Background: an optimization exercise with open tools, aiming at small area. Do not read the settings as production practice.
No functional check of the RTL was part of any run shown here.
The flow treats the clock pin as an ideal source, which a real chip does not have.

==> flow/design.v (outline; a module is shown in full before it is edited, if it fits) <==
// module fa: 9 lines
// module ha: 8 lines
// module booth_encoder: 17 lines
// module pp_generator: 29 lines
// module reduction_tree: 1204 lines
// module half_select: 36 lines
// module final_adder: 25 lines
// module booth_mul: 102 lines
module booth_mul (
  input  logic                     Clk,
  input  logic                     Reset,
  input  logic                     start,
  input  logic [1:0]               op,
  input  logic [mul_pkg::XLEN-1:0] a,
  input  logic [mul_pkg::XLEN-1:0] b,
  input  logic [mul_pkg::RD_W-1:0] rd,
  output logic                     done,
  output logic [mul_pkg::RD_W-1:0] rd_out,
  output logic [mul_pkg::XLEN-1:0] result
);
  // ...
==> flow/flow/run.sh <==
#!/bin/bash
# Own layout flow: the standard flow (standard.sh) with five changes.
#  1. After the standard synthesis, polfix.py removes inverters between full
#     adders by reading some adders as working on complemented values (a full
#     adder is self-dual); the logic function and the registers are unchanged.
#  2. Ports are buffered with buf_1 instead of the default buffer cell.
#  3. Global placement keeps no buffers from its timing-driven repair
#     (GPL_KEEP_OVERFLOW=0); the later repair steps still run.
#  4. Clock tree synthesis uses clusters of up to 25 registers within 100 um
#     and no dummy loads.
#  5. After clock tree synthesis, skew.tcl delays the clock of the stage-1
#     registers (x1, y1, c1: between the multiplier tree and the final
#     adder) by a chain of three clock buffers per leaf net (at most
#     12 registers per chain). Both their input and output
#     paths are register-to-register paths inside the design.
# Each tool's output goes to a log file of its own in this folder.
set -euo pipefail
W=$(pwd)
F=$W/flow
R=$W/orfs/results/${FLOW_PLATFORM}/booth_mul/base
LIB=$FLOW_HOME/platforms/$FLOW_PLATFORM/lib/sky130_fd_sc_hd__tt_025C_1v80.lib
export BUFFER_PORTS_ARGS="-buffer_cell sky130_fd_sc_hd__buf_1"
export GPL_KEEP_OVERFLOW=0
export CTS_ARGS="-sink_clustering_enable -repair_clock_nets -sink_clustering_size 25 -sink_clustering_max_diameter 100 -dont_use_dummy_load"

bash standard.sh synth > $W/log_1_synth.log 2>&1
cp $R/1_2_yosys.v $W/standard_synth.v
python3 $F/polfix.py $W/standard_synth.v $R/1_2_yosys.v > $W/log_2_polfix.log 2>&1
rm -f $R/1_synth.odb $R/1_synth.sdc
bash standard.sh cts > $W/log_3_floorplan_place_cts.log 2>&1
cp $R/4_cts.odb $W/cts_before_skew.odb
SKEW_MAX=12 SKEW_DB=$W/cts_before_skew.odb SKEW_LIB=$LIB SKEW_BUF="sky130_fd_sc_hd__clkbuf_2 sky130_fd_sc_hd__clkbuf_2 sky130_fd_sc_hd__clkbuf_8" \
  SKEW_REGEXP='^(x1|y1|c1)[^A-Za-z0-9_]' SKEW_OUT=$R/4_cts.odb \
  openroad -no_init -exit $F/skew.tcl > $W/log_4_skew.log 2>&1
bash standard.sh finish > $W/log_5_route_finish.log 2>&1
==> flow/flow/polfix.py <==
#!/usr/bin/env python3
"""Inverter clean-up of a flat sky130hd netlist written by Yosys.

A full adder is self-dual: FA(~a, ~b, ~c) = ~FA(a, b, c) on both outputs.
Each fa cell may therefore be read as working on complemented values,
which moves inverters from its inputs to its outputs or back. This picks,
per fa cell, the reading that needs the fewest inverters, and rewrites the
netlist with one shared inverter per signal that still needs its
complement. xor2/xnor2 drivers whose every load wants the complement are
swapped for the other cell instead. The logic function is unchanged.

usage: polfix.py IN.v OUT.v
"""
import re
import sys
import random

INV_RE = re.compile(r"^sky130_fd_sc_hd__(inv|clkinv)_\d+$")
FA_RE = re.compile(r"^sky130_fd_sc_hd__fa_\d+$")
OUT_PINS = {"X", "Y", "Q", "Q_N", "SUM", "COUT", "HI", "LO"}
SWAP = {  # cell -> (complement cell, output pin map)
    "sky130_fd_sc_hd__xor2_1": ("sky130_fd_sc_hd__xnor2_1", {"X": "Y"}),
    "sky130_fd_sc_hd__xnor2_1": ("sky130_fd_sc_hd__xor2_1", {"Y": "X"}),
}
INV_COST = 3.7536

src = open(sys.argv[1]).read()
m = re.search(r"^module\s+(\w+)", src, re.M)
head_end = src.index(";", m.end()) + 1
body = src[head_end:src.rindex("endmodule")]

cell_re = re.compile(r"^\s*(sky130_fd_sc_hd__\w+)\s+(\S+)\s*\((.*?)\);\s*$", re.M | re.S)
pin_re = re.compile(r"\.(\w+)\(\s*([^()]*?)\s*\)")
cells = []
for mm in cell_re.finditer(body):
    typ, name, pins = mm.group(1), mm.group(2), mm.group(3)
    cells.append([typ, name, [(p, n) for p, n in pin_re.findall(pins)]])
rest = cell_re.sub("", body)

drv = {}
for ci, (typ, name, pins) in enumerate(cells):
    for p, n in pins:
        if p in OUT_PINS:
            drv[n] = (ci, p)

def is_inv(ci):
    return INV_RE.match(cells[ci][0]) is not None

def root(net):
    """(root net, parity) through inverter chains."""
    k = 0
    while net in drv and is_inv(drv[net][0]):
        ci = drv[net][0]
        net = dict(cells[ci][2])["A"]
        k ^= 1
    return net, k

fa_idx = {ci: i for i, ci in enumerate(ci for ci in range(len(cells)) if FA_RE.match(cells[ci][0]))}

# loads: every input pin of every non-inverter cell, and nets used outside cells
loads = {}  # root -> list of (cell index or -1, pin, parity)
for ci, (typ, name, pins) in enumerate(cells):
    if is_inv(ci):
        continue
    for p, n in pins:
        if p in OUT_PINS or n == "":
            continue
        r, k = root(n)
        loads.setdefault(r, []).append((ci, p, k))
# nets referenced in assigns / other text (ports etc.)
other_refs = set(re.findall(r"[\\\w\.\[\]$]+", "\n".join(l for l in rest.splitlines() if l.strip().startswith("assign"))))
inv_outs = {n for n, (ci, p) in drv.items() if is_inv(ci)}
ext = {}
for n in inv_outs:
    if n in other_refs or re.sub(r"\[.*", "", n) in other_refs:
        r, k = root(n)
        ext.setdefault(r, []).append(k)

roots = set(loads) | set(ext)
def rdrv(r):
    return drv.get(r, (None, None))

# per fa: roots it touches
touch = {i: set() for i in fa_idx.values()}
for r in roots:
    d, _ = rdrv(r)
    if d is not None and d in fa_idx:
        touch[fa_idx[d]].add(r)
    for ci, p, k in loads.get(r, []):
        if ci in fa_idx:
            touch[fa_idx[ci]].add(r)

f = [0] * len(fa_idx)

def need(r):
    """set of needed physical polarities (0 = as is, 1 = complement)."""
    d, _ = rdrv(r)
    fd = f[fa_idx[d]] if d is not None and d in fa_idx else 0
    s = set()
    for ci, p, k in loads.get(r, []):
        fc = f[fa_idx[ci]] if ci in fa_idx else 0
        s.add(fd ^ k ^ fc)
    for k in ext.get(r, []):
        s.add(fd ^ k)
    return s

def cost(r):
    s = need(r)
    if 1 not in s:
        return 0.0
    d, _ = rdrv(r)
    if s == {1} and d is not None and cells[d][0] in SWAP and r not in other_refs:
        return 0.0
    return INV_COST

before = sum(cost(r) for r in roots)
import math
random.seed(1)
n = len(f)
cur = before
best = cur
bestf = f[:]
T0, T1, sweeps = 4.0, 0.05, 400
for sw in range(sweeps):
    T = T0 * (T1 / T0) ** (sw / (sweeps - 1))
    for _ in range(n):
        i = random.randrange(n)
        c0 = sum(cost(r) for r in touch[i])
        f[i] ^= 1
        c1 = sum(cost(r) for r in touch[i])
        dlt = c1 - c0
        if dlt <= 0 or random.random() < math.exp(-dlt / T):
            cur += dlt
            if cur < best - 1e-9:
                best = cur
                bestf = f[:]
        else:
            f[i] ^= 1
f[:] = bestf
# final greedy polish
for it in range(10):
    changed = 0
    for i in range(n):
        c0 = sum(cost(r) for r in touch[i])
        f[i] ^= 1
        c1 = sum(cost(r) for r in touch[i])
        if c1 < c0 - 1e-9:
            changed += 1
        else:
            f[i] ^= 1
    if not changed:
        break
after = sum(cost(r) for r in roots)
print(f"fa cells {len(f)}, flipped {sum(f)}, inverter area {before:.1f} -> {after:.1f}", file=sys.stderr)

# rewrite
out_cells = []
newinv = {}
ninv = 0
def comp(r):
    global ninv
    if r not in newinv:
        newinv[r] = f"_polinv{ninv}_"
        ninv += 1
    return newinv[r]

swapped = set()
for r in roots:
    s = need(r)
    d, _ = rdrv(r)
    if s == {1} and d is not None and cells[d][0] in SWAP and r not in other_refs:
        swapped.add(r)

keep_inv_out = {}
for ci, (typ, name, pins) in enumerate(cells):
    if is_inv(ci):
        continue
    newpins = []
    for p, n in pins:
        if p in OUT_PINS:
            if n in swapped:
                p = SWAP[typ][1][p]
            newpins.append((p, n))
            continue
        if n == "":
            newpins.append((p, n))
            continue
        r, k = root(n)
        d, _ = rdrv(r)
        fd = f[fa_idx[d]] if d is not None and d in fa_idx else 0
        fc = f[fa_idx[ci]] if ci in fa_idx else 0
        pol = fd ^ k ^ fc
        if r in swapped:
            pol ^= 1
        newpins.append((p, comp(r) if pol else r))
    if any(n in swapped for p, n in pins if p in OUT_PINS):
        typ = SWAP[typ][0]
    out_cells.append((typ, name, newpins))

# nets used outside cells that an inverter drove: keep them driven
extra = []
for n in inv_outs:
    if n in other_refs or re.sub(r"\[.*", "", n) in other_refs:
        r, k = root(n)
        d, _ = rdrv(r)
        fd = f[fa_idx[d]] if d is not None and d in fa_idx else 0
        pol = fd ^ k
        if r in swapped:
            pol ^= 1
        if pol:
            extra.append(("sky130_fd_sc_hd__inv_1", f"_polext_{len(extra)}_", [("A", r), ("Y", n)]))
        else:
            extra.append(("sky130_fd_sc_hd__buf_1", f"_polext_{len(extra)}_", [("A", r), ("X", n)]))
for r, nm in newinv.items():
    extra.append(("sky130_fd_sc_hd__inv_1", nm.replace("_polinv", "_polinvc"), [("A", r), ("Y", nm)]))

lines = [src[:head_end]]
lines.append(rest.rstrip() + "\n")
for w in newinv.values():
    lines.append(f"  wire {w};\n")  # plain names
for typ, name, pins in out_cells + extra:
    pl = ",\n".join(f"    .{p}({n}{' ' if n.startswith(chr(92)) else ''})" for p, n in pins)
    lines.append(f"  {typ} {name} (\n{pl}\n  );\n")
lines.append("endmodule\n")
open(sys.argv[2], "w").write("".join(lines))
print(f"inverters: {sum(1 for c in range(len(cells)) if is_inv(c))} -> {sum(1 for e in extra if 'inv' in e[0])}, swapped {len(swapped)}", file=sys.stderr)
==> flow/flow/skew.tcl <==
# Delays the clock of the registers whose names match SKEW_REGEXP by a chain of buffers per
# clock-tree leaf net, after clock tree synthesis.
set db_file $::env(SKEW_DB)
read_db $db_file
read_liberty $::env(SKEW_LIB)
set block [ord::get_db_block]
# SKEW_BUF lists the buffers of the chain, first to last
set masters {}
foreach b $::env(SKEW_BUF) { lappend masters [[ord::get_db] findMaster $b] }
array set groups {}
foreach inst [$block getInsts] {
  set name [$inst getName]
  foreach pat [list $::env(SKEW_REGEXP)] {
    if {[regexp $pat $name]} {
      set it [$inst findITerm CLK]
      if {$it eq "NULL" || $it eq ""} { continue }
      set net [$it getNet]
      lappend groups([$net getName]) $it
      break
    }
  }
}
# split a leaf's registers into chunks of at most SKEW_MAX, ordered by x
proc inst_x {it} { set b [[$it getInst] getBBox]; return [$b xMin] }
set chunks {}
foreach netname [lsort [array names groups]] {
  set its [lsort -command {apply {{p q} { expr {[inst_x $p] - [inst_x $q]} }}} $groups($netname)]
  set n [llength $its]
  set k [expr {($n + $::env(SKEW_MAX) - 1) / $::env(SKEW_MAX)}]
  set per [expr {($n + $k - 1) / $k}]
  for {set s 0} {$s < $n} {incr s $per} {
    lappend chunks [list $netname [lrange $its $s [expr {$s + $per - 1}]]]
  }
}
set i 0
foreach chunk $chunks {
  lassign $chunk netname its
  set net [$block findNet $netname]
  set sx 0; set sy 0
  foreach it $its {
    set b [[$it getInst] getBBox]
    set sx [expr {$sx + ([$b xMin] + [$b xMax]) / 2}]
    set sy [expr {$sy + ([$b yMin] + [$b yMax]) / 2}]
  }
  set n [llength $its]
  set x [expr {$sx / $n}]
  set y [expr {$sy / $n}]
  set k 0
  set in $net
  foreach master $masters {
    set buf [odb::dbInst_create $block $master "skew_buf_${i}_$k"]
    set nn [odb::dbNet_create $block "skew_clk_${i}_$k"]
    $nn setSigType CLOCK
    [$buf findITerm A] connect $in
    [$buf findITerm X] connect $nn
    $buf setLocation $x $y
    $buf setPlacementStatus PLACED
    set in $nn
    incr k
  }
  foreach it $its {
    $it disconnect
    $it connect $nn
  }
  puts "skew: $netname -> $n registers"
  incr i
}
global_connect
detailed_placement
check_placement -verbose
write_db $::env(SKEW_OUT)
==> flow/standard.sh <==
#!/bin/bash
# synth_recipe.tcl (not shown) runs the flow's synth.tcl, then flattens the netlist and writes it again
# the make line also repeats each setting of config.mk as NAME=value (left out here)
make -C /OpenROAD-flow-scripts/flow DESIGN_CONFIG=/design/flow/config.mk WORK_HOME=/design/flow/orfs CLKGATE_MAP_FILE= SYNTH_SCRIPT=/design/flow/synth_recipe.tcl "${@:-finish}"
==> flow/config.mk <==
export PLATFORM = sky130hd
export DESIGN_NAME = booth_mul
export DESIGN_NICKNAME = booth_mul
export VERILOG_FILES = /design/flow/design.v
export SDC_FILE = /design/flow/constraint.sdc
export NUM_CORES = 4
export LEC_CHECK = 0
export ABC_AREA = 1
export CAP_MARGIN = 20
export CORE_MARGIN = 2
export CORE_UTILIZATION = 40
export SLEW_MARGIN = 20
==> flow/constraint.sdc <==
create_clock -name core_clock -period 4.5 [get_ports {Clk}]
set_input_delay 0.9000 -clock core_clock [delete_from_list [all_inputs] [get_ports {Clk}]]
set_output_delay 0.9000 -clock core_clock [all_outputs]
set_load 0.01 [all_outputs]
==> impl_metrics.tcl, run 1 <==
set metrics [dict create \
    design_area_um2 34400 \
    dp_slack_ns -1.66 \
    final-hold-violation-count 0 \
    grt_pass1_vias 24800 \
    die-area_um2 77800 \
    synth.avg_cell_area_um2 9.75 \
    fin_cells 4085 \
    area_share_nonclk_buffers_pct 9.33 \
    clock_skew_ns 0.380 \
    yosysWarnings 2 \
    grt-busiest-layer "met2" \
    final_cell_mix "498 x o22ai_1, 451 x fa_1, 405 x xor2_1, 206 x inv_1, 205 x nand2_1" \
    grt_first_pass_wirelength_um 161000 \
    hpwl_um 76500 \
    endpoint_kind "flip-flop" \
    met2_length_um 46900 \
    relSlewSlack_pct 38.2 \
    drtAntennaViolNets 0 \
    dpl_cell_area_um2 32200 \
    multi_input_area_share_pct 63.4 \
    path_cells "buf_4, buf_4, o22ai_1, xnor2_1, fa_1, fa_2, fa_1, fa_2, fa_1, fa_1, nand2_1, o211ai_1, nor2_1, nand2_1, nand2_1, nand2_1, a21oi_1, a21oi_1" \
    post_cts_buffers 97 \
    n_clock_buffer 22 \
    clkTransAtPathRegs_ns 0.10 \
    largestClassByArea "multi-input combinational cells" \
    crit_start "one0_n[1]" \
    outcome "finished clean" \
    min_period_ns 4.37 \
    met1_usage_pct 35.4 \
]
==> module half_select, before the edit <==
module half_select (
  input  logic                       hi,
  input  logic [mul_pkg::PROD_W-1:0] sum,
  input  logic [mul_pkg::PROD_W-1:0] carry,
  output logic [mul_pkg::XLEN-1:0]   x,
  output logic [mul_pkg::XLEN-1:0]   y,
  output logic                       cin
);
  logic [mul_pkg::XLEN-1:0] g;
  logic [mul_pkg::XLEN-1:0] p;
  logic [7:0]               grp_g;
  logic [7:0]               grp_p;
  logic [3:0]               g2;
  logic [3:0]               p2;
  logic [1:0]               g4;
  logic [1:0]               p4;
  assign x = hi ? sum[mul_pkg::PROD_W-1:mul_pkg::XLEN]   : sum[mul_pkg::XLEN-1:0];
  assign y = hi ? carry[mul_pkg::PROD_W-1:mul_pkg::XLEN] : carry[mul_pkg::XLEN-1:0];
  assign g = sum[mul_pkg::XLEN-1:0] & carry[mul_pkg::XLEN-1:0];
  assign p = sum[mul_pkg::XLEN-1:0] | carry[mul_pkg::XLEN-1:0];
  for (genvar k = 0; k < 8; k++) begin : g_grp
    assign grp_g[k] = g[4*k+3] | (p[4*k+3] & g[4*k+2]) |
                      (p[4*k+3] & p[4*k+2] & g[4*k+1]) |
                      (p[4*k+3] & p[4*k+2] & p[4*k+1] & g[4*k]);
    assign grp_p[k] = &p[4*k +: 4];
  end
  for (genvar k = 0; k < 4; k++) begin : g_grp8
    assign g2[k] = grp_g[2*k+1] | (grp_p[2*k+1] & grp_g[2*k]);
    assign p2[k] = grp_p[2*k+1] & grp_p[2*k];
  end
  for (genvar k = 0; k < 2; k++) begin : g_grp16
    assign g4[k] = g2[2*k+1] | (p2[2*k+1] & g2[2*k]);
    assign p4[k] = p2[2*k+1] & p2[2*k];
  end
  assign cin = hi & (g4[1] | (p4[1] & g4[0]));
endmodule
==> module final_adder, before the edit <==
module final_adder (
  input  logic [mul_pkg::XLEN-1:0] x,
  input  logic [mul_pkg::XLEN-1:0] y,
  input  logic                     cin,
  output logic [mul_pkg::XLEN-1:0] result
);
  logic [mul_pkg::XLEN-1:0] p;
  logic [mul_pkg::XLEN-1:0] gg;
  logic [mul_pkg::XLEN-1:0] pp;
  assign p   = x ^ y;
  always_comb begin
    gg = x & y;
    gg[0] = gg[0] | (p[0] & cin);
    pp = p;
    for (int l = 0; l < 5; l++) begin
      for (int i = mul_pkg::XLEN - 1; i >= 0; i--) begin
        if (((i >> l) & 1) == 1) begin
          gg[i] = gg[i] | (pp[i] & gg[((i >> l) << l) - 1]);
          pp[i] = pp[i] & pp[((i >> l) << l) - 1];
        end
      end
    end
  end
  assign result = p ^ {gg[mul_pkg::XLEN-2:0], cin};
endmodule
==> module booth_mul, before the edit <==
module booth_mul (
  input  logic                     Clk,
  input  logic                     Reset,
  input  logic                     start,
  input  logic [1:0]               op,
  input  logic [mul_pkg::XLEN-1:0] a,
  input  logic [mul_pkg::XLEN-1:0] b,
  input  logic [mul_pkg::RD_W-1:0] rd,
  output logic                     done,
  output logic [mul_pkg::RD_W-1:0] rd_out,
  output logic [mul_pkg::XLEN-1:0] result
);
  localparam int XLEN   = mul_pkg::XLEN;
  localparam int RD_W   = mul_pkg::RD_W;
  localparam int DIGITS = mul_pkg::DIGITS;
  logic [4:0] v;
  always_ff @(posedge Clk or posedge Reset) begin
    if (Reset) begin
      v <= '0;
    end else begin
      v <= {v[3:0], start};
    end
  end
  logic [DIGITS-1:0] one_in;
  logic [DIGITS-1:0] two_in;
  logic [DIGITS-1:0] neg_in;
  booth_encoder u_enc (.b (b), .one (one_in), .two (two_in), .neg (neg_in));
  logic              hi0;    
  logic              sa0_n;  
  logic              u0;     
  logic [RD_W-1:0]   rd0;
  logic [XLEN-1:0]   a0_n;
  logic [DIGITS-1:0] one0_n;
  logic [DIGITS-1:0] two0_n;
  logic [DIGITS-1:0] neg0;
  always_ff @(posedge Clk) begin
    hi0    <= op[0];
    sa0_n  <= ~(~op[1] & a[XLEN-1]);
    u0     <= op[1] & b[XLEN-1];
    rd0    <= rd;
    a0_n   <= ~a;
    one0_n <= ~one_in;
    two0_n <= ~two_in;
    neg0   <= neg_in;
  end
  logic [DIGITS*mul_pkg::PP_W-1:0] pp;
  logic [XLEN-1:0]                 corr;
  logic [mul_pkg::PROD_W-1:0]      cs_sum;
  logic [mul_pkg::PROD_W-1:0]      cs_carry;
  logic [XLEN-1:0]                 x0;
  logic [XLEN-1:0]                 y0;
  logic                            c0;
  pp_generator u_pp (
    .a (~a0_n), .sa (~sa0_n), .u (u0),
    .one (~one0_n), .two (~two0_n), .neg (neg0),
    .pp (pp), .corr (corr)
  );
  reduction_tree u_tree (
    .pp (pp), .neg (neg0), .corr (corr), .sum (cs_sum), .carry (cs_carry)
  );
  half_select u_sel (
    .hi (hi0), .sum (cs_sum), .carry (cs_carry), .x (x0), .y (y0),
    .cin (c0)
  );
  logic [RD_W-1:0] rd1;
  logic [XLEN-1:0] x1;
  logic [XLEN-1:0] y1;
  logic            c1;
  always_ff @(posedge Clk) begin
    rd1 <= rd0;
    x1  <= x0;
    y1  <= y0;
    c1  <= c0;
  end
  logic [XLEN-1:0] r1;
  final_adder u_add (
    .x (x1), .y (y1), .cin (c1), .result (r1)
  );
  logic [RD_W-1:0] rd2, rd3, rd4;
  logic [XLEN-1:0] r2, r3, r4;
  always_ff @(posedge Clk) begin
    rd2 <= rd1;
    r2  <= r1;
    rd3 <= rd2;
    r3  <= r2;
    rd4 <= rd3;
    r4  <= r3;
  end
  always_ff @(posedge Clk or posedge Reset) begin
    if (Reset) begin
      done   <= 1'b0;
      rd_out <= '0;
      result <= '0;
    end else begin
      done <= v[4];
      if (v[4]) begin
        rd_out <= rd4;
        result <= r4;
      end
    end
  end
endmodule
==> run 2: changes to the inputs <==
--- a/flow/design.v
+++ b/flow/design.v
@@ -1284,16 +1284,11 @@
   input  logic [mul_pkg::PROD_W-1:0] carry,
   output logic [mul_pkg::XLEN-1:0]   x,
   output logic [mul_pkg::XLEN-1:0]   y,
-  output logic                       cin
+  output logic [7:0]                 grp_g,
+  output logic [7:0]                 grp_p
 );
   logic [mul_pkg::XLEN-1:0] g;
   logic [mul_pkg::XLEN-1:0] p;
-  logic [7:0]               grp_g;
-  logic [7:0]               grp_p;
-  logic [3:0]               g2;
-  logic [3:0]               p2;
-  logic [1:0]               g4;
-  logic [1:0]               p4;
   assign x = hi ? sum[mul_pkg::PROD_W-1:mul_pkg::XLEN]   : sum[mul_pkg::XLEN-1:0];
   assign y = hi ? carry[mul_pkg::PROD_W-1:mul_pkg::XLEN] : carry[mul_pkg::XLEN-1:0];
   assign g = sum[mul_pkg::XLEN-1:0] & carry[mul_pkg::XLEN-1:0];
@@ -1304,40 +1299,23 @@
                       (p[4*k+3] & p[4*k+2] & p[4*k+1] & g[4*k]);
     assign grp_p[k] = &p[4*k +: 4];
   end
-  for (genvar k = 0; k < 4; k++) begin : g_grp8
-    assign g2[k] = grp_g[2*k+1] | (grp_p[2*k+1] & grp_g[2*k]);
-    assign p2[k] = grp_p[2*k+1] & grp_p[2*k];
-  end
-  for (genvar k = 0; k < 2; k++) begin : g_grp16
-    assign g4[k] = g2[2*k+1] | (p2[2*k+1] & g2[2*k]);
-    assign p4[k] = p2[2*k+1] & p2[2*k];
-  end
-  assign cin = hi & (g4[1] | (p4[1] & g4[0]));
 endmodule
 module final_adder (
+  input  logic                     hi,
   input  logic [mul_pkg::XLEN-1:0] x,
   input  logic [mul_pkg::XLEN-1:0] y,
-  input  logic                     cin,
+  input  logic [7:0]               grp_g,
+  input  logic [7:0]               grp_p,
   output logic [mul_pkg::XLEN-1:0] result
 );
-  logic [mul_pkg::XLEN-1:0] p;
-  logic [mul_pkg::XLEN-1:0] gg;
-  logic [mul_pkg::XLEN-1:0] pp;
-  assign p   = x ^ y;
+  logic c32;
   always_comb begin
-    gg = x & y;
-    gg[0] = gg[0] | (p[0] & cin);
-    pp = p;
-    for (int l = 0; l < 5; l++) begin
-      for (int i = mul_pkg::XLEN - 1; i >= 0; i--) begin
-        if (((i >> l) & 1) == 1) begin
-          gg[i] = gg[i] | (pp[i] & gg[((i >> l) << l) - 1]);
-          pp[i] = pp[i] & pp[((i >> l) << l) - 1];
-        end
-      end
+    c32 = 1'b0;
+    for (int k = 0; k < 8; k++) begin
+      c32 = grp_g[k] | (grp_p[k] & c32);
     end
   end
-  assign result = p ^ {gg[mul_pkg::XLEN-2:0], cin};
+  assign result = x + y + {{(mul_pkg::XLEN-1){1'b0}}, hi & c32};
 endmodule
 module booth_mul (
   input  logic                     Clk,
@@ -1367,22 +1345,22 @@
   logic [DIGITS-1:0] neg_in;
   booth_encoder u_enc (.b (b), .one (one_in), .two (two_in), .neg (neg_in));
   logic              hi0;    
-  logic              sa0_n;  
+  logic              sa0;    
   logic              u0;     
   logic [RD_W-1:0]   rd0;
-  logic [XLEN-1:0]   a0_n;
-  logic [DIGITS-1:0] one0_n;
-  logic [DIGITS-1:0] two0_n;
+  logic [XLEN-1:0]   a0;
+  logic [DIGITS-1:0] one0;
+  logic [DIGITS-1:0] two0;
   logic [DIGITS-1:0] neg0;
   always_ff @(posedge Clk) begin
-    hi0    <= op[0];
-    sa0_n  <= ~(~op[1] & a[XLEN-1]);
-    u0     <= op[1] & b[XLEN-1];
-    rd0    <= rd;
-    a0_n   <= ~a;
-    one0_n <= ~one_in;
-    two0_n <= ~two_in;
-    neg0   <= neg_in;
+    hi0  <= op[0];
+    sa0  <= ~op[1] & a[XLEN-1];
+    u0   <= op[1] & b[XLEN-1];
+    rd0  <= rd;
+    a0   <= a;
+    one0 <= one_in;
+    two0 <= two_in;
+    neg0 <= neg_in;
   end
   logic [DIGITS*mul_pkg::PP_W-1:0] pp;
   logic [XLEN-1:0]                 corr;
@@ -1390,10 +1368,11 @@
   logic [mul_pkg::PROD_W-1:0]      cs_carry;
   logic [XLEN-1:0]                 x0;
   logic [XLEN-1:0]                 y0;
-  logic                            c0;
+  logic [7:0]                      gg0;
+  logic [7:0]                      gp0;
   pp_generator u_pp (
-    .a (~a0_n), .sa (~sa0_n), .u (u0),
-    .one (~one0_n), .two (~two0_n), .neg (neg0),
+    .a (a0), .sa (sa0), .u (u0),
+    .one (one0), .two (two0), .neg (neg0),
     .pp (pp), .corr (corr)
   );
   reduction_tree u_tree (
@@ -1401,21 +1380,25 @@
   );
   half_select u_sel (
     .hi (hi0), .sum (cs_sum), .carry (cs_carry), .x (x0), .y (y0),
-    .cin (c0)
+    .grp_g (gg0), .grp_p (gp0)
   );
+  logic            hi1;
   logic [RD_W-1:0] rd1;
   logic [XLEN-1:0] x1;
   logic [XLEN-1:0] y1;
-  logic            c1;
+  logic [7:0]      gg1;
+  logic [7:0]      gp1;
   always_ff @(posedge Clk) begin
+    hi1 <= hi0;
     rd1 <= rd0;
     x1  <= x0;
     y1  <= y0;
-    c1  <= c0;
+    gg1 <= gg0;
+    gp1 <= gp0;
   end
   logic [XLEN-1:0] r1;
   final_adder u_add (
-    .x (x1), .y (y1), .cin (c1), .result (r1)
+    .hi (hi1), .x (x1), .y (y1), .grp_g (gg1), .grp_p (gp1), .result (r1)
   );
   logic [RD_W-1:0] rd2, rd3, rd4;
   logic [XLEN-1:0] r2, r3, r4;
==> flow/flow/run.sh (replaced) <==
#!/bin/bash
# Own layout flow: the standard flow (standard.sh) with three changes.
#  1. After the standard synthesis, polfix.py removes inverters between full
#     adders by reading some adders as working on complemented values (a full
#     adder is self-dual); the logic function and the registers are unchanged.
#  2. Ports are buffered with buf_1 instead of the default buffer cell.
#  3. After clock tree synthesis, skew.tcl delays the clock of the stage-1
#     registers (x1, y1, gg1, gp1: between the multiplier tree and the final
#     adder) by one clock buffer per leaf net. Both their input and output
#     paths are register-to-register paths inside the design.
# Each tool's output goes to a log file of its own in this folder.
set -euo pipefail
W=$(pwd)
F=$W/flow
R=$W/orfs/results/${FLOW_PLATFORM}/booth_mul/base
LIB=$FLOW_HOME/platforms/$FLOW_PLATFORM/lib/sky130_fd_sc_hd__tt_025C_1v80.lib
export BUFFER_PORTS_ARGS="-buffer_cell sky130_fd_sc_hd__buf_1"

bash standard.sh synth > $W/log_1_synth.log 2>&1
cp $R/1_2_yosys.v $W/standard_synth.v
python3 $F/polfix.py $W/standard_synth.v $R/1_2_yosys.v > $W/log_2_polfix.log 2>&1
rm -f $R/1_synth.odb $R/1_synth.sdc
bash standard.sh cts > $W/log_3_floorplan_place_cts.log 2>&1
cp $R/4_cts.odb $W/cts_before_skew.odb
SKEW_DB=$W/cts_before_skew.odb SKEW_LIB=$LIB SKEW_BUF=sky130_fd_sc_hd__clkbuf_4 \
  SKEW_REGEXP='^(x1|y1|gg1|gp1)\[' SKEW_OUT=$R/4_cts.odb \
  openroad -no_init -exit $F/skew.tcl > $W/log_4_skew.log 2>&1
bash standard.sh finish > $W/log_5_route_finish.log 2>&1
--- a/flow/flow/polfix.py
+++ b/flow/flow/polfix.py
@@ -217,9 +217,9 @@
 lines = [src[:head_end]]
 lines.append(rest.rstrip() + "\n")
 for w in newinv.values():
-    lines.append(f"  wire {w};\n")  # plain names
+    lines.append(f"  wire {w};\n")
 for typ, name, pins in out_cells + extra:
-    pl = ",\n".join(f"    .{p}({n}{' ' if n.startswith(chr(92)) else ''})" for p, n in pins)
+    pl = ",\n".join(f"    .{p}({n})" for p, n in pins)
     lines.append(f"  {typ} {name} (\n{pl}\n  );\n")
 lines.append("endmodule\n")
 open(sys.argv[2], "w").write("".join(lines))
==> flow/flow/skew.tcl (replaced) <==
# Delays the clock of the registers whose names match SKEW_REGEXP by one buffer per
# clock-tree leaf net, after clock tree synthesis.
set db_file $::env(SKEW_DB)
read_db $db_file
read_liberty $::env(SKEW_LIB)
set block [ord::get_db_block]
set master [[ord::get_db] findMaster $::env(SKEW_BUF)]
array set groups {}
foreach inst [$block getInsts] {
  set name [$inst getName]
  foreach pat [list $::env(SKEW_REGEXP)] {
    if {[regexp $pat $name]} {
      set it [$inst findITerm CLK]
      if {$it eq "NULL" || $it eq ""} { continue }
      set net [$it getNet]
      lappend groups([$net getName]) $it
      break
    }
  }
}
set i 0
foreach netname [lsort [array names groups]] {
  set net [$block findNet $netname]
  set its $groups($netname)
  set sx 0; set sy 0
  foreach it $its {
    set b [[$it getInst] getBBox]
    set sx [expr {$sx + ([$b xMin] + [$b xMax]) / 2}]
    set sy [expr {$sy + ([$b yMin] + [$b yMax]) / 2}]
  }
  set n [llength $its]
  set x [expr {$sx / $n}]
  set y [expr {$sy / $n}]
  set buf [odb::dbInst_create $block $master "skew_buf_$i"]
  set nn [odb::dbNet_create $block "skew_clk_$i"]
  $nn setSigType CLOCK
  [$buf findITerm A] connect $net
  [$buf findITerm X] connect $nn
  foreach it $its {
    $it disconnect
    $it connect $nn
  }
  $buf setLocation $x $y
  $buf setPlacementStatus PLACED
  puts "skew: $netname -> skew_clk_$i ($n registers)"
  incr i
}
global_connect
detailed_placement
check_placement -verbose
write_db $::env(SKEW_OUT)
==> run 2 against run 1 <==
  * The run now fails in netlist read-in after synthesis (1_synth)
==> impl_metrics.tcl, run 2 <==
set metrics [dict create \
    outcome "aborted with a tool error" \
    haltStage "netlist read-in after synthesis (1_synth)" \
    error "[ERROR STA-0171] /design/flow/orfs/results/sky130hd/booth_mul/base/1_2_yosys.v line 4031, syntax error" \
    yosysWarnings 2 \
]
==> run 3: changes to the inputs <==
--- a/flow/design.v
+++ b/flow/design.v
@@ -11,6 +11,27 @@
     OP_MULHU = 2'b11
   } mul_op_t;
 endpackage
+module mul_stage_reg #(
+  parameter int W = 1
+) (
+  input  logic         Clk,
+  input  logic         Reset,
+  input  logic         valid,
+  input  logic [W-1:0] data,
+  output logic         out_valid,
+  output logic [W-1:0] out_data
+);
+  always_ff @(posedge Clk or posedge Reset) begin
+    if (Reset) begin
+      out_valid <= 1'b0;
+    end else begin
+      out_valid <= valid;
+    end
+  end
+  always_ff @(posedge Clk) begin
+    out_data <= data;
+  end
+endmodule
 module fa (
   input  logic a,
   input  logic b,
@@ -1329,86 +1350,76 @@
   output logic [mul_pkg::RD_W-1:0] rd_out,
   output logic [mul_pkg::XLEN-1:0] result
 );
-  localparam int XLEN   = mul_pkg::XLEN;
-  localparam int RD_W   = mul_pkg::RD_W;
-  localparam int DIGITS = mul_pkg::DIGITS;
-  logic [4:0] v;
-  always_ff @(posedge Clk or posedge Reset) begin
-    if (Reset) begin
-      v <= '0;
-    end else begin
-      v <= {v[3:0], start};
-    end
-  end
-  logic [DIGITS-1:0] one_in;
-  logic [DIGITS-1:0] two_in;
-  logic [DIGITS-1:0] neg_in;
+  localparam int XLEN = mul_pkg::XLEN;
+  localparam int RD_W = mul_pkg::RD_W;
+  logic [mul_pkg::DIGITS-1:0] one_in;
+  logic [mul_pkg::DIGITS-1:0] two_in;
+  logic [mul_pkg::DIGITS-1:0] neg_in;
   booth_encoder u_enc (.b (b), .one (one_in), .two (two_in), .neg (neg_in));
-  logic              hi0;    
-  logic              sa0;    
-  logic              u0;     
-  logic [RD_W-1:0]   rd0;
-  logic [XLEN-1:0]   a0;
-  logic [DIGITS-1:0] one0;
-  logic [DIGITS-1:0] two0;
-  logic [DIGITS-1:0] neg0;
-  always_ff @(posedge Clk) begin
-    hi0  <= op[0];
-    sa0  <= ~op[1] & a[XLEN-1];
-    u0   <= op[1] & b[XLEN-1];
-    rd0  <= rd;
-    a0   <= a;
-    one0 <= one_in;
-    two0 <= two_in;
-    neg0 <= neg_in;
-  end
-  logic [DIGITS*mul_pkg::PP_W-1:0] pp;
-  logic [XLEN-1:0]                 corr;
-  logic [mul_pkg::PROD_W-1:0]      cs_sum;
-  logic [mul_pkg::PROD_W-1:0]      cs_carry;
-  logic [XLEN-1:0]                 x0;
-  logic [XLEN-1:0]                 y0;
-  logic [7:0]                      gg0;
-  logic [7:0]                      gp0;
+  logic                       v0;
+  logic                       hi0;    
+  logic                       sa0;    
+  logic                       u0;     
+  logic [RD_W-1:0]            rd0;
+  logic [XLEN-1:0]            a0;
+  logic [mul_pkg::DIGITS-1:0] one;
+  logic [mul_pkg::DIGITS-1:0] two;
+  logic [mul_pkg::DIGITS-1:0] neg;
+  mul_stage_reg #(.W(3 + RD_W + XLEN + 3 * mul_pkg::DIGITS)) u_s0 (
+    .Clk (Clk), .Reset (Reset),
+    .valid (start),
+    .data ({op[0], ~op[1] & a[XLEN-1], op[1] & b[XLEN-1], rd, a, one_in, two_in, neg_in}),
+    .out_valid (v0), .out_data ({hi0, sa0, u0, rd0, a0, one, two, neg})
+  );
+  logic [mul_pkg::DIGITS*mul_pkg::PP_W-1:0] pp;
+  logic [XLEN-1:0]                         corr;
+  logic [mul_pkg::PROD_W-1:0]              cs_sum;
+  logic [mul_pkg::PROD_W-1:0]              cs_carry;
+  logic [XLEN-1:0]                         x0;
+  logic [XLEN-1:0]                         y0;
+  logic [7:0]                              gg0;
+  logic [7:0]                              gp0;
   pp_generator u_pp (
     .a (a0), .sa (sa0), .u (u0),
-    .one (one0), .two (two0), .neg (neg0),
+    .one (one), .two (two), .neg (neg),
     .pp (pp), .corr (corr)
   );
   reduction_tree u_tree (
-    .pp (pp), .neg (neg0), .corr (corr), .sum (cs_sum), .carry (cs_carry)
+    .pp (pp), .neg (neg), .corr (corr), .sum (cs_sum), .carry (cs_carry)
   );
   half_select u_sel (
     .hi (hi0), .sum (cs_sum), .carry (cs_carry), .x (x0), .y (y0),
     .grp_g (gg0), .grp_p (gp0)
   );
-  logic            hi1;
+  logic            v1;
   logic [RD_W-1:0] rd1;
   logic [XLEN-1:0] x1;
   logic [XLEN-1:0] y1;
+  logic            hi1;
   logic [7:0]      gg1;
   logic [7:0]      gp1;
-  always_ff @(posedge Clk) begin
-    hi1 <= hi0;
-    rd1 <= rd0;
-    x1  <= x0;
-    y1  <= y0;
-    gg1 <= gg0;
-    gp1 <= gp0;
-  end
+  mul_stage_reg #(.W(1 + RD_W + 2 * XLEN + 16)) u_s1 (
+    .Clk (Clk), .Reset (Reset),
+    .valid (v0), .data ({hi0, rd0, x0, y0, gg0, gp0}),
+    .out_valid (v1), .out_data ({hi1, rd1, x1, y1, gg1, gp1})
+  );
   logic [XLEN-1:0] r1;
   final_adder u_add (
     .hi (hi1), .x (x1), .y (y1), .grp_g (gg1), .grp_p (gp1), .result (r1)
   );
-  logic [RD_W-1:0] rd2, rd3, rd4;
-  logic [XLEN-1:0] r2, r3, r4;
-  always_ff @(posedge Clk) begin
-    rd2 <= rd1;
-    r2  <= r1;
-    rd3 <= rd2;
-    r3  <= r2;
-    rd4 <= rd3;
-    r4  <= r3;
+  logic [2:0]             vd;
+  logic [RD_W+XLEN-1:0]   dd [3];
+  mul_stage_reg #(.W(RD_W + XLEN)) u_s2 (
+    .Clk (Clk), .Reset (Reset),
+    .valid (v1), .data ({rd1, r1}),
+    .out_valid (vd[0]), .out_data (dd[0])
+  );
+  for (genvar k = 1; k < 3; k++) begin : g_delay
+    mul_stage_reg #(.W(RD_W + XLEN)) u_sd (
+      .Clk (Clk), .Reset (Reset),
+      .valid (vd[k-1]), .data (dd[k-1]),
+      .out_valid (vd[k]), .out_data (dd[k])
+    );
   end
   always_ff @(posedge Clk or posedge Reset) begin
     if (Reset) begin
@@ -1416,10 +1427,9 @@
       rd_out <= '0;
       result <= '0;
     end else begin
-      done <= v[4];
-      if (v[4]) begin
-        rd_out <= rd4;
-        result <= r4;
+      done <= vd[2];
+      if (vd[2]) begin
+        {rd_out, result} <= dd[2];
       end
     end
   end
==> flow/run.sh (new file) <==
#!/bin/bash
# synth_recipe.tcl (not shown) runs the flow's synth.tcl, then flattens the netlist and writes it again
# the make line also repeats each setting of config.mk as NAME=value (left out here)
make -C /OpenROAD-flow-scripts/flow DESIGN_CONFIG=/design/flow/config.mk WORK_HOME=/design/flow/orfs CLKGATE_MAP_FILE= SYNTH_SCRIPT=/design/flow/synth_recipe.tcl finish
--- a/flow/config.mk
+++ b/flow/config.mk
@@ -9,4 +9,6 @@
 export CAP_MARGIN = 20
 export CORE_MARGIN = 2
 export CORE_UTILIZATION = 40
+export SETUP_SLACK_MARGIN = 0.15
 export SLEW_MARGIN = 20
+export TNS_END_PERCENT = 100
removed: flow/flow/run.sh
removed: flow/flow/polfix.py
removed: flow/flow/skew.tcl
removed: flow/standard.sh
==> run 3 against run 2 <==
  * Now fails the layout checks on setup timing
==> impl_metrics.tcl, run 3 <==
set metrics [dict create \
    regMostFlops "u_s0.out_data" \
    grt_overflow 0 \
    synth_cell_types 49 \
    dp_cells 4497 \
    core_region_area_um2 77300 \
    firstDrtPassIters 6 \
    clock_skew_ns 0.0563 \
    synth.avg_cell_area_um2 9.60 \
    synthToLayoutAreaGrowth_pct 25.3 \
    final_max_slew_viol_count 0 \
    synthCells 3247 \
    cp.arrival_ns 5.08 \
    largest_reg_flops 88 \
    hold_class "flip-flop to flip-flop" \
    cts_buffers 40 \
    final_common_cell "xor2_1" \
    clkTransAtPathRegs_ns 0.06 \
    min_period_over_period_pct 102 \
    initialDrtViolationCount 2740 \
    cts_max_level 2 \
    yosysWarnings 6 \
    endpoint_kind "flip-flop" \
    rrSetupSlack_ns -0.10 \
    synth_area_leaders "fa_1 29%, dfxtp_1 18%, xor2_1 16%, o22ai_1 10%, inv_1 4.5%" \
    row_count 102 \
    fin_util_pct 50.5 \
    insertion_delay_ns 0.62 \
    rsz0062_at_grt "true" \
    vias_per_cell 5.61 \
    antenna_found_initial 10 \
    yosysSeqAreaShare_pct 21.7 \
    outcome "complete, but fails checks" \
    final-hold-violation-count 0 \
    drc 0 \
    nets 4169 \
    seq_area_um2 6810 \
    die_h_um 283 \
    io_buffers 111 \
    avgRoutedWirePerCell_um 26.1 \
    setup_slack_ns -0.104 \
    synth_flop_cell "dfxtp_1" \
    routabilityCongestion 0.991 \
    min_period_ns 4.60 \
    netlist_area_um2 31200 \
    n_fill_cell 7198 \
    yosys-top-cells-count "558 x xor2_1, 514 x o22ai_1, 459 x fa_1" \
    clkSinkCount 327 \
    yosys_register_bits 327 \
    ios 112 \
    yosysMostFrequentCell "xor2_1" \
    max_freq_ghz 0.217 \
    multi_input_comb_area_um2 22900 \
    yosys.area.top_type "fa_1" \
    die_w_um 283 \
    synthesis.nets 3878 \
    grt_usage_pct 29.6 \
    cap_violations 0 \
    via_count 25900 \
    failed_checks "setup timing" \
    final_layout_size_suffix_gt1_share_pct 24.4 \
    fin_cells 4611 \
    critPathKind "flip-flop to flip-flop" \
    cts-root-buf "clkbuf_16" \
    cp.required_ns 4.98 \
    final_cell_mix "535 x xor2_1, 447 x o22ai_1, 354 x fa_1, 322 x inv_1, 307 x buf_4" \
    drtAntennaViolNets 0 \
    hpwl_um 95200 \
    cts_tree "done" \
    grt_pass1_vias 26600 \
    hold_buffers 0 \
    die-area_um2 80100 \
    worstMarginPinSlew_ns 1.05 \
    setup_viol 8 \
    grt_first_pass_wirelength_um 175000 \
    start_util_pct 40.3 \
    cp_max_fo 5 \
    yosysTopAreaCellShare_pct 29.5 \
    largestRegisters "u_s0.out_data x88, u_s1.out_data x85, g_delay.u_sd.out_data x74" \
    synth_edf_count 0 \
    startpoint_type "flip-flop" \
    relSlewSlack_pct 30.2 \
    totalWireLength_um 120000 \
    cts.path.max_buffers 3 \
    synthArstFlopShare_pct 13.1 \
    grt_max_degree 52 \
]
-- run 3: logic make-up after synthesis --
kind of cell / after synthesis / synth area share (%)
adder cells (fa/ha/maj): 558 / 33.5
flip-flops: 327 / 21.7
XOR/XNOR: 565 / 15.9
multiplexers: 52 / 1.84
AO/OA/AOI/OAI: 697 / 13.7
AND/OR/NAND/NOR: 395 / 5.33
buffers and inverters: 653 / 8.14
-- run 3: path summary, 6_finish.rpt --
path | cells after the start | end | start
max in group asynchronous | 2 | result[15] | Reset
min in group asynchronous | 2 | result[23] | Reset
worst min register to register | 0 | g_delay[2].u_sd.out_data[14] | g_delay[1].u_sd.out_data[14]
worst min-delay path | 0 | g_delay[2].u_sd.out_data[14] | g_delay[1].u_sd.out_data[14]
worst max register to register | 13 | u_s1.out_data[23] | u_s0.out_data[77]
worst max-delay path | 13 | u_s1.out_data[23] | u_s0.out_data[77]
-- run 3: what timing repair did --
| action | CTS | global route |
|---|---|---|
| endpoints found under the setup margin | 51 | 55 |
| gates resized for setup | 196 | 216 |
| gates cloned | 2 | 2 |
| pin swaps | 123 | 139 |
| setup buffers | 8 | 27 |
-- run 3: area by class of cell --
type	count	area share [%]
multi-input cells	2267	58.8
flip-flops and latches	327	17.4
repair buffers	515	13.0
inverters	387	3.84
well taps	1040	3.33
clock buffers	52	2.89
clock inverters	21	0.715
diodes	2	0.0128
-- run 3: metrics by stage --
step | hold slack [ns] | setup TNS, ns | cell area, µm² | setup slack, ns
finish | 0.311 | -0.347 | 39000 | -0.104
global route | 0.326 | -0.815 | 39000 | -0.122
CTS | 0.319 | -0.0456 | 37900 | -0.0304
detailed placement | 0.312 | -1.46 | 35900 | -0.232
global placement | 0.310 | -1.35 | 35900 | -0.270
floorplan | 0.310 | 0 | 31300 | 0.139
-- run 3: worst max-delay path, stage by stage, from the launching register on --
cell        delay (ns)
dfxtp_2           0.36
clkinvlp_4        0.24
buf_6             0.20
buf_6             0.12
buf_4             0.13
o22ai_2           0.18
xor2_1            0.24
fa_2              0.53
fa_2              0.46
fa_2              0.39
fa_2              0.40
fa_2              0.54
fa_2              0.62
o21ai_2           0.05
-- run 3: routing by layer --
| metal | wire length [µm] | GRT usage (%) | up-vias |
|---|---|---|---|
| met5 | 70 | 0 | - |
| met4 | 7240 | 15.1 | 10 |
| met3 | 12400 | 7.98 | 346 |
| met2 | 53300 | 45.8 | 1456 |
| met1 | 47400 | 38.2 | 12800 |
| li1 | - | - | 11200 |

## what the ideal ports hide
No port has a modelled driver above. Below, the same layouts with a new extraction and two added sets of constraints.
Step 1, drivers: a clkbuf_16 drives Clk and a buf_2 each remaining input, both assumed.
Step 2, shift: input delay + t, output delay - t, t = (earliest + latest rising clock arrival at the registers) / 2. This alone moves slack from input paths to output paths.
a / b / c = ideal ports / drivers / drivers and shift; a / b = the first two.
| run | shift t [ns] | setup WS [ns] | clock arrival spread, ns | worst register clock-pin slew, ns |
|---|---|---|---|---|
| run 1 | 0.771 | 0.133 / 0.133 / 0.133 | 0.380 / 0.380 | 0.10 / 0.10 |
| run 3 | 0.657 | -0.104 / -0.104 / -0.104 | 0.057 / 0.057 | 0.07 / 0.07 |
In run 1 the clock reaches the registers at very different times; t lies between them, and the last value is a rough guide only.
